Context: an optimization exercise on an open-source flow, tuned for small area, a short achievable clock period and few clock cycles per item. The choices shown serve that exercise and are no tape-out recipe. Where RTL was checked, it was by simulation tests only, not by an equivalence proof against the original.

## modular_exponentiation
module modular_exponentiation #(
  parameter int WIDTH = 62,
  parameter int R     = 3
) (
  input  wire logic                                 clk,
  input  wire logic                                 rst_n,
  input  wire logic                                 in_tvalid,
  output logic                                      in_tready,
  input  wire logic [mexp_pkg::IN_TDATA_W-1:0]      in_tdata,
  output logic                                      out_tvalid,
  input  wire logic                                 out_tready,
  output logic      [mexp_pkg::OUT_TDATA_W-1:0]     out_tdata
);
Size: roughly 260 I/O pins.
make LEC_CHECK=0 CAP_MARGIN=20 CORE_MARGIN=2 CORE_UTILIZATION=40 SETUP_SLACK_MARGIN=5 SLEW_MARGIN=20 finish   # period 10.0 ns
run.sh (not shown) runs the stock make flow with config.mk's settings and CLKGATE_MAP_FILE= SYNTH_SCRIPT=/design/flow/synth_recipe.tcl, a recipe that flattens the netlist after the stock synthesis.
Next try:
--- a/flow/design.v
+++ b/flow/design.v
@@ -71,13 +71,13 @@
   end
 endmodule
 `default_nettype wire
 `default_nettype none
 module modular_exponentiation #(
   parameter int WIDTH = 62,
-  parameter int R     = 3
+  parameter int R     = 2
 ) (
   input  wire logic                                 clk,
   input  wire logic                                 rst_n,
   input  wire logic                                 in_tvalid,
   output logic                                      in_tready,
   input  wire logic [mexp_pkg::IN_TDATA_W-1:0]      in_tdata,
Outcome: Setup slack gains 3.4 ns; hold slack loses 0.068 ns; utilization went down by 0.40 points; synthesized area went down by 16%; die area went down by 16%; synthesized cell count went down by 17%; cell count went down by 17%.
Function was not checked in any run of this note: the RTL went through the layout flow alone.

========
Another version of the RTL of modular_exponentiation (not shown whole).
Size: ~3800 cells after synthesis, roughly 420 flip-flops, ~38000 µm² of cells after synthesis.
make LEC_CHECK=0 CAP_MARGIN=20 CORE_MARGIN=2 CORE_UTILIZATION=40 SETUP_SLACK_MARGIN=5 SLEW_MARGIN=20 TNS_END_PERCENT=5 finish   # period 10.0 ns
The baseline finished with timing, DRC and antenna clean.
Testbench counts at the start, summed over its fixed seeds: cycles 601,749, items 192.
Edit:
--- a/flow/design.v
+++ b/flow/design.v
@@ -201,18 +201,18 @@
     end
     assign qs[k+1] = qs[k][2] ? cq[5:3] : (qs[k][1] ? cq[8:6] : (qs[k][0] ? cq[11:9] : cq[2:0]));
   end
   logic [2:0] qfirst;
   assign qfirst = qsel(7'd0, 7'd0, yn_r[R-1], acc_r[61:58], grp_b);
   logic [PW-1:0] fs, fc, fsum;
+  mexp_bk_add #(.W(PW)) u_cpa (.a(fs), .b(fc), .s(fsum));
   always_comb begin
     logic [PW-1:0] d;
     d   = neg_r ? m_pos : '0;
     fs  = s_r ^ c_r ^ d;
     fc  = ((s_r & c_r) | (s_r & d) | (c_r & d)) << 1;
-    fsum = fs + fc;
   end
   state_t st_n;
   logic in_ready_n;
   logic out_valid_n;
   logic [1:0] op_n;
   logic pend_mul_n;
@@ -384,6 +384,37 @@
     yn_r <= yn_n;
     neg_r <= neg_n;
     q0_r <= q0_n;
   end
 endmodule
 `default_nettype wire
+`default_nettype none
+module mexp_bk_add #(
+  parameter int W = 65
+) (
+  input  wire logic [W-1:0] a,
+  input  wire logic [W-1:0] b,
+  output logic      [W-1:0] s
+);
+  logic [W-1:0] p0, g, p;
+  always_comb begin
+    p0 = a ^ b;
+    g  = a & b;
+    p  = p0;
+    for (int l = 0; (1 << l) < W; l++) begin
+      for (int i = (2 << l) - 1; i < W; i += (2 << l)) begin
+        g[i] = g[i] | (p[i] & g[i - (1 << l)]);
+        p[i] = p[i] & p[i - (1 << l)];
+      end
+    end
+    for (int l = 6; l >= 0; l--) begin
+      if ((2 << l) < W) begin
+        for (int i = 3 * (1 << l) - 1; i < W; i += (2 << l)) begin
+          g[i] = g[i] | (p[i] & g[i - (1 << l)]);
+          p[i] = p[i] & p[i - (1 << l)];
+        end
+      end
+    end
+    s = p0 ^ {g[W-2:0], 1'b0};
+  end
+endmodule
+`default_nettype wire
Outcome: Count of clock-buffer cells in the layout goes down by 1. Wire length goes down by roughly a tenth. Register-to-register slack is worse by 0.03 ns. Global-route usage goes down by 2.2 points. Critical path depth stays the same. Worst hold slack is worse by 0.014 ns.
Testbench counts after the change, summed over its fixed seeds: cycles 601,749, items 192.

==> separate check: timing with driven ports <==
Ports are ideal in the flow. The routed layouts listed here were re-timed in OpenROAD. Step 1: set_driving_cell puts a clkbuf_16 on clk and a buf_2 on each other input, an assumption about the parent block. Step 2 times the ports against the registers' clock, not the clock port: input delays grow and output delays shrink by t, the midpoint of the rising clock arrivals with the driver on. Three values: ideal, step 1, step 2; two values: the first two.
run | t (ns) | setup WS [ns] | latest minus earliest clock arrival (ns)
the first run of note 1 | 0.749 | 1.057 / 1.057 / 1.057 | 0.018 / 0.018
the second run of note 1 | 0.732 | 4.490 / 4.490 / 4.490 | 0.030 / 0.031
the first run of note 2 | 0.699 | 4.265 / 4.265 / 4.265 | 0.032 / 0.033
the second run of note 2 | 0.702 | 4.234 / 4.234 / 4.234 | 0.049 / 0.050
After both steps setup and hold are still met in every run listed.
